Source: an optimization exercise on an open RTL-to-GDS flow (aim: small area). Production flows keep margins and buffers that such runs may drop.
Function was checked by simulation only, so behaviour that the tests miss may differ from the original.
Power is estimated from default activity; no workload was simulated.

== job 2553 ==
// transpose_skew_buffer
module transpose_skew_buffer #(
    parameter int DIM  = 8,
    parameter int BITS = 8,
    parameter int SKEW = 1
) (
    input  logic                     clk,
    input  logic                     rst_n,
    input  logic                     clr,
    input  logic                     wr_valid,
    output logic                     wr_ready,
    input  logic [DIM-1:0][BITS-1:0] wr_data,
    input  logic                     mode,
    input  logic                     en,
    output logic [DIM-1:0][BITS-1:0] Aout,
    output logic                     out_valid,
    output logic                     tile_done,
    output logic                     busy
);
==> flow/config.mk <==
export PLATFORM = sky130hd
export DESIGN_NAME = transpose_skew_buffer
export DESIGN_NICKNAME = transpose_skew_buffer
export VERILOG_FILES = /design/flow/design.v
export SDC_FILE = /design/flow/constraint.sdc
export NUM_CORES = 4
export LEC_CHECK = 0
export CAP_MARGIN = 20
export CORE_MARGIN = 2
export CORE_UTILIZATION = 75
export CTS_BUF_LIST = sky130_fd_sc_hd__clkbuf_16
export CTS_CLUSTER_DIAMETER = 60
export CTS_CLUSTER_SIZE = 26
export PLACE_DENSITY = 0.85
export SETUP_SLACK_MARGIN = 0.3
export SLEW_MARGIN = 20
==> flow/constraint.sdc <==
create_clock -name core_clock -period 5.0 [get_ports {clk}]
set_input_delay 1.0000 -clock core_clock [delete_from_list [all_inputs] [get_ports {clk}]]
set_output_delay 1.0000 -clock core_clock [all_outputs]
set_load 0.01 [all_outputs]
standard.sh (not shown) runs the stock make flow with config.mk's settings and CLKGATE_MAP_FILE= SYNTH_SCRIPT=/design/flow/synth_recipe.tcl, a recipe that flattens the netlist after the stock synthesis.
==> flow/flow/run.sh <==
#!/bin/bash
# The standard layout (standard.sh) with these changes:
#  - the lane selector module tsb_onehot_mux is synthesized from its gate-level version
#    flow/onehot_mux_cells.v (same function as the RTL's behavioural module);
#  - synthesis maps the rest of the combinational logic with an area-oriented abc script
#    (flow/synth.tcl wraps synth_recipe.tcl, which is otherwise unchanged);
#  - the port buffers that global placement inserts are made from the smallest buffer
#    instead of the flow's default choice. Every input and output port still gets one;
set -euo pipefail
cd "$(dirname "$0")/.."
here=$(pwd)
grep -q '^module tsb_onehot_mux' design.v
awk '/^module tsb_onehot_mux/{skip=1} !skip{print} skip&&/^endmodule/{skip=0}' design.v > design_own.v
cat flow/onehot_mux_cells.v >> design_own.v
sed -e "s#SYNTH_SCRIPT=[^ ]*#SYNTH_SCRIPT=$here/flow/synth.tcl VERILOG_FILES=$here/design_own.v#" standard.sh > own_synth.sh
bash own_synth.sh synth > synth_flow.log 2>&1
export BUFFER_PORTS_ARGS="-buffer_cell sky130_fd_sc_hd__buf_1"
export CTS_ARGS="-sink_clustering_enable -repair_clock_nets -sink_clustering_size 26 -sink_clustering_max_diameter 60 -buf_list sky130_fd_sc_hd__clkbuf_16 -dont_use_dummy_load"
bash standard.sh > standard_flow.log 2>&1
Other scripts of this flow, unchanged in this note and not shown: flow/flow/area.abc, flow/flow/onehot_mux_cells.v, flow/flow/synth.tcl
Job 2553 closes out successfully: all stages finished, all timing, DRC and antenna checks passed.
[inputs] job 4517 vs job 2553
Settings: a change of SETUP_SLACK_MARGIN from 0.3 to 0.1; a change of CORE_UTILIZATION from 75 to 80; an added GPL_TIMING_DRIVEN of 0; a change of CTS_CLUSTER_SIZE from 26 to 22; a deleted PLACE_DENSITY that had been 0.85.
-- flow/flow/run.sh --
<<< job 2553, line 8
#    instead of the flow's default choice. Every input and output port still gets one;
>>> job 4517, line 8
#    instead of the flow's default choice. Every input and output port still gets one.
# Each step's full output is in orfs/logs/ as usual; make's output is in *_flow.log.
<<< job 2553, line 18
export CTS_ARGS="-sink_clustering_enable -repair_clock_nets -sink_clustering_size 26 -sink_clustering_max_diameter 60 -buf_list sky130_fd_sc_hd__clkbuf_16 -dont_use_dummy_load"
>>> job 4517, line 19
Findings:
- Every stage of the flow completed for job 2553, and the final layout passed the timing, design-rule and antenna checks.
- Job 4517: it failed during clock tree synthesis, and the tool reported DPL-0033.
- STATUS post-DP HPWL: job 4517 loses against job 2553
- Delta (job 4517 minus job 2553): maximum number of buffers from clock root to sink stayed essentially flat; number of H-tree levels stayed essentially flat; mux contribution to synthesized area stayed essentially flat; floorplan die width fell by 7.0 um; number of resized instances in the post-cts repair step rose by 2.
- When job 4517 is set beside job 2553, its die boundary height turns out to be 3.1% smaller.
- Job 4517 vs job 2553: instance area after placement up by a few percent
- On I/O pin count, job 4517 and job 2553 are neck and neck.
- Compare job 4517 and job 2553 | starting density of the core higher: job 4517
- Looking at job 4517 and job 2553, the cell count after synthesis is a wash.
Edits applied to the flow inputs when going from job 4517 to job 5139:
Settings: clearing GPL_TIMING_DRIVEN, which used to be 0; swapping 0.1 for 0.3 in SETUP_SLACK_MARGIN; swapping 80 for 75 in CORE_UTILIZATION; putting PLACE_DENSITY at 0.85 where nothing was set.
-- flow/flow/run.sh --
<<< job 4517, line 8
#    instead of the flow's default choice. Every input and output port still gets one.
# Each step's full output is in orfs/logs/ as usual; make's output is in *_flow.log.
>>> job 5139, line 8
#    instead of the flow's default choice. Every input and output port still gets one;
<<< job 4517, line 19
>>> job 5139, line 18
export CTS_ARGS='-sink_clustering_enable -repair_clock_nets -sink_clustering_size 22 -sink_clustering_max_diameter 60 -buf_list {sky130_fd_sc_hd__clkbuf_8 sky130_fd_sc_hd__clkbuf_16} -dont_use_dummy_load'
Findings:
Number of clock sinks came out exactly the same in job 5139 and job 4517. Job 5139 reached the final stage; the timing, design-rule and antenna checks on its layout passed. Sort job 5139 and job 4517 by setup slack after placement asc -> top: job 4517. Job 5139 against job 4517: synthesized cell count held; cell row count has increased; height of the die now larger; routability-driven placement congestion ratio +2.9%; count of instances resized after the clock tree is built fell 2. Number of instances in the placed design, job 5139 and job 4517: higher on job 5139. The higher instance area at placement came out of job 4517. On share of the synthesized area in compound gates (AO/OA/AOI/OAI), job 5139 and job 4517 are basically level.
Changes in job 4146 relative to job 5139:
Settings: removing PLACE_DENSITY (formerly 0.85); changing SETUP_SLACK_MARGIN from 0.3 to 0.1; changing CORE_UTILIZATION from 75 to 80.
-- flow/flow/run.sh --
<<< job 5139, line 8
#    instead of the flow's default choice. Every input and output port still gets one;
>>> job 4146, line 8
#    instead of the flow's default choice. Every input and output port still gets one.
# Each step's full output is in orfs/logs/ as usual; make's output is in *_flow.log.
<<< job 5139, line 18
export CTS_ARGS='-sink_clustering_enable -repair_clock_nets -sink_clustering_size 22 -sink_clustering_max_diameter 60 -buf_list {sky130_fd_sc_hd__clkbuf_8 sky130_fd_sc_hd__clkbuf_16} -dont_use_dummy_load'
>>> job 4146, line 19
Results
Smallest setup slack after layout, job 4146 and job 5139: larger value in job 5139
| detail-routed via count per cell | job 4146 vs job 5139 | ≈ equal |
Compared with job 5139, count of clock buffers in the final design in job 4146 increased by a little under 10%.
Job 4146 vs job 5139, fraction of layout instances using a drive strength above 1 went up by 0.66 points.
On power: job 4146 sits above job 5139.
The full die area reported for job 4146 is smaller than that of job 5139 by about 6%.
On placed cell area, job 4146 and job 5139 are basically level.
### job 4146 -> job 5751
Settings: PLACE_DENSITY now 0.85, previously not set; CTS_CLUSTER_SIZE now 26, was 22; SETUP_SLACK_MARGIN now 0.3, was 0.1; CORE_UTILIZATION now 70, was 80.
-- flow/flow/run.sh --
<<< job 4146, line 8
#    instead of the flow's default choice. Every input and output port still gets one.
# Each step's full output is in orfs/logs/ as usual; make's output is in *_flow.log.
>>> job 5751, line 8
#    instead of the flow's default choice. Every input and output port still gets one;
<<< job 4146, line 19
>>> job 5751, line 18
export CTS_ARGS="-sink_clustering_enable -repair_clock_nets -sink_clustering_size 26 -sink_clustering_max_diameter 60 -buf_list sky130_fd_sc_hd__clkbuf_16 -dont_use_dummy_load"
==> comparison <==
There was hardly any difference in share of the final layout cell area in multi-input gates between job 4146 and job 5751. [compare] base=job 4146 new=job 5751: slew at the pin closest to its max-slew limit has decreased; share of total power in sequential cells increased by 2.9 points relative to the old numbers. Looking only at clock group share of total power, and setting everything else aside, the higher value of job 4146 and job 5751 goes to job 4146. Run comparison: job 5751 capture point of the worst path Aout[45]; job 4146 capture point of the worst path Aout[43]. No stage failed in job 5751, and the final checks on the layout all came back clean. Diff job 5751..job 4146 | synthesized net count | unchanged. Looking at job 4146 and job 5751, the number of multi-input combinational cells is a wash.

---

Starting RTL as in the previous note.
==> flow/config.mk <==
export PLATFORM = sky130hd
export DESIGN_NAME = transpose_skew_buffer
export DESIGN_NICKNAME = transpose_skew_buffer
export VERILOG_FILES = /design/flow/design.v
export SDC_FILE = /design/flow/constraint.sdc
export NUM_CORES = 4
export LEC_CHECK = 0
export CAP_MARGIN = 20
export CORE_MARGIN = 2
export CORE_UTILIZATION = 75
export CTS_BUF_LIST = sky130_fd_sc_hd__clkbuf_16
export CTS_CLUSTER_DIAMETER = 60
export CTS_CLUSTER_SIZE = 26
export SETUP_SLACK_MARGIN = 0.3
export SLEW_MARGIN = 20
==> flow/constraint.sdc <==
create_clock -name core_clock -period 5.0 [get_ports {clk}]
set_input_delay 1.0000 -clock core_clock [delete_from_list [all_inputs] [get_ports {clk}]]
set_output_delay 1.0000 -clock core_clock [all_outputs]
set_load 0.01 [all_outputs]
==> flow/flow/run.sh <==
#!/bin/bash
# The standard layout (standard.sh) with these changes:
#  - the lane selector module tsb_onehot_mux is synthesized from its gate-level version
#    flow/onehot_mux_cells.v (same function as the RTL's behavioural module);
#  - synthesis maps the rest of the combinational logic with an area-oriented abc script
#    (flow/synth.tcl wraps synth_recipe.tcl, which is otherwise unchanged);
#  - the port buffers that global placement inserts are made from the smallest buffer
#    instead of the flow's default choice. Every input and output port still gets one;
set -euo pipefail
cd "$(dirname "$0")/.."
here=$(pwd)
grep -q '^module tsb_onehot_mux' design.v
awk '/^module tsb_onehot_mux/{skip=1} !skip{print} skip&&/^endmodule/{skip=0}' design.v > design_own.v
cat flow/onehot_mux_cells.v >> design_own.v
sed -e "s#SYNTH_SCRIPT=[^ ]*#SYNTH_SCRIPT=$here/flow/synth.tcl VERILOG_FILES=$here/design_own.v#" standard.sh > own_synth.sh
bash own_synth.sh synth > synth_flow.log 2>&1
export BUFFER_PORTS_ARGS="-buffer_cell sky130_fd_sc_hd__buf_1"
export CTS_ARGS="-sink_clustering_enable -repair_clock_nets -sink_clustering_size 26 -sink_clustering_max_diameter 60 -buf_list sky130_fd_sc_hd__clkbuf_16 -dont_use_dummy_load"
bash standard.sh > standard_flow.log 2>&1
Other scripts of this flow, unchanged in this note and not shown: flow/flow/area.abc, flow/flow/onehot_mux_cells.v, flow/flow/synth.tcl
Edit:
--- a/flow/flow/run.sh
+++ b/flow/flow/run.sh
@@ -17,3 +17,3 @@
 export BUFFER_PORTS_ARGS="-buffer_cell sky130_fd_sc_hd__buf_1"
-export CTS_ARGS="-sink_clustering_enable -repair_clock_nets -sink_clustering_size 26 -sink_clustering_max_diameter 60 -buf_list sky130_fd_sc_hd__clkbuf_16 -dont_use_dummy_load"
+export CTS_ARGS="-sink_clustering_enable -repair_clock_nets -sink_clustering_size 22 -sink_clustering_max_diameter 60 -buf_list sky130_fd_sc_hd__clkbuf_16 -dont_use_dummy_load"
 bash standard.sh > standard_flow.log 2>&1
- CTS_CLUSTER_SIZE: 26 -> 22
After rerunning: Global-route usage stays flat; sequential power is about the same; sequential share of layout area went down by 0.19 points; cell count hardly moves; total power went up by about 1.1%; wire length went down by about 0.7%; setup slack gets better by 46 ps; first-iteration DRC count went down by about 1.7%; critical path depth went up by 1; utilization went up by 0.20 points.
Edit:
--- a/flow/flow/run.sh
+++ b/flow/flow/run.sh
@@ -17,3 +17,3 @@
 export BUFFER_PORTS_ARGS="-buffer_cell sky130_fd_sc_hd__buf_1"
-export CTS_ARGS="-sink_clustering_enable -repair_clock_nets -sink_clustering_size 22 -sink_clustering_max_diameter 60 -buf_list sky130_fd_sc_hd__clkbuf_16 -dont_use_dummy_load"
+export CTS_ARGS="-sink_clustering_enable -repair_clock_nets -sink_clustering_size 26 -sink_clustering_max_diameter 60 -buf_list sky130_fd_sc_hd__clkbuf_16 -dont_use_dummy_load"
 bash standard.sh > standard_flow.log 2>&1
- CORE_UTILIZATION: 75 -> 65
- CTS_CLUSTER_SIZE: 22 -> 26
- PLACE_DENSITY: unset -> 0.85
After rerunning:
- The changed run finished clean
- utilization is lower by 11 points
- total power decreases by about 0.8%
- register-to-register slack loses 180 ps
- area after synthesis is unchanged
- clock-buffer cell count falls by 4
- sequential power stays flat
Edit:
--- a/flow/flow/run.sh
+++ b/flow/flow/run.sh
@@ -7,3 +7,4 @@
 #  - the port buffers that global placement inserts are made from the smallest buffer
-#    instead of the flow's default choice. Every input and output port still gets one;
+#    instead of the flow's default choice. Every input and output port still gets one.
+# Each step's full output is in orfs/logs/ as usual; make's output is in *_flow.log.
 set -euo pipefail
@@ -17,3 +18,2 @@
 export BUFFER_PORTS_ARGS="-buffer_cell sky130_fd_sc_hd__buf_1"
-export CTS_ARGS="-sink_clustering_enable -repair_clock_nets -sink_clustering_size 26 -sink_clustering_max_diameter 60 -buf_list sky130_fd_sc_hd__clkbuf_16 -dont_use_dummy_load"
 bash standard.sh > standard_flow.log 2>&1
- CORE_UTILIZATION: 65 -> 75
- CTS_CLUSTER_SIZE: 26 -> 22
- PLACE_DENSITY: 0.85 -> unset
Effect: Sequential power barely changes. Design area grows slightly. Core utilization climbs by 12 points. Maximum frequency drops slightly. Final cell count fell slightly. Die area is lower by roughly a tenth. Setup slack got worse by 83 ps. Power is higher by a few percent. Count of clock-buffer cells in the layout rose by 6. Synthesized cell count does not change.
Edit:
--- a/flow/flow/run.sh
+++ b/flow/flow/run.sh
@@ -7,4 +7,3 @@
 #  - the port buffers that global placement inserts are made from the smallest buffer
-#    instead of the flow's default choice. Every input and output port still gets one.
-# Each step's full output is in orfs/logs/ as usual; make's output is in *_flow.log.
+#    instead of the flow's default choice. Every input and output port still gets one;
 set -euo pipefail
@@ -18,2 +17,3 @@
 export BUFFER_PORTS_ARGS="-buffer_cell sky130_fd_sc_hd__buf_1"
+export CTS_ARGS="-sink_clustering_enable -repair_clock_nets -sink_clustering_size 26 -sink_clustering_max_diameter 60 -buf_list sky130_fd_sc_hd__clkbuf_16 -dont_use_dummy_load"
 bash standard.sh > standard_flow.log 2>&1
- CTS_CLUSTER_SIZE: 22 -> 26
- PLACE_DENSITY: unset -> 0.85
- SETUP_SLACK_MARGIN: 0.3 -> 0.15
Result:
- The changed run completed without violations
- cell area drops by 1.2%
- routed wire length went up by 6.4%
- cell count goes down by 2.2%
- non-clock buffer count fell by 10
- clock power came out lower by 12%
- synthesized area stays the same

[what the ideal ports hide]
No port has a modelled driver above. Below, the same layouts with a new extraction and two added sets of constraints. Step 1 (the two cells are an assumption about what drives the block):
set clk [get_ports {clk}]
set_driving_cell -lib_cell sky130_fd_sc_hd__clkbuf_16 $clk
set_driving_cell -lib_cell sky130_fd_sc_hd__buf_2 [delete_from_list [all_inputs] $clk]
Step 2, shift: input delay + t, output delay - t, t = (earliest + latest rising clock arrival at the registers) / 2. This alone moves slack from input paths to output paths. Slacks: ideal / step 1 / step 2; pairs: ideal / step 1.
run	shift t [ns]	setup WS [ns]	cell pins on the clock port's net
job 2553	0.662	0.389 / 0.327 / 0.989	1
job 5139	0.699	0.336 / 0.273 / 0.972	1
job 4146	0.691	0.057 / -0.004 / 0.687	1
job 5751	0.669	0.427 / 0.367 / 1.036	1
the first run of note 2	0.657	0.315 / 0.255 / 0.912	1
the second run of note 2	0.675	0.361 / 0.300 / 0.975	1
the third run of note 2	0.666	0.439 / 0.379 / 1.046	1
the fourth run of note 2	0.685	0.356 / 0.297 / 0.982	1
the fifth run of note 2	0.662	0.389 / 0.327 / 0.989	1
After both steps setup and hold are still met in every run listed.
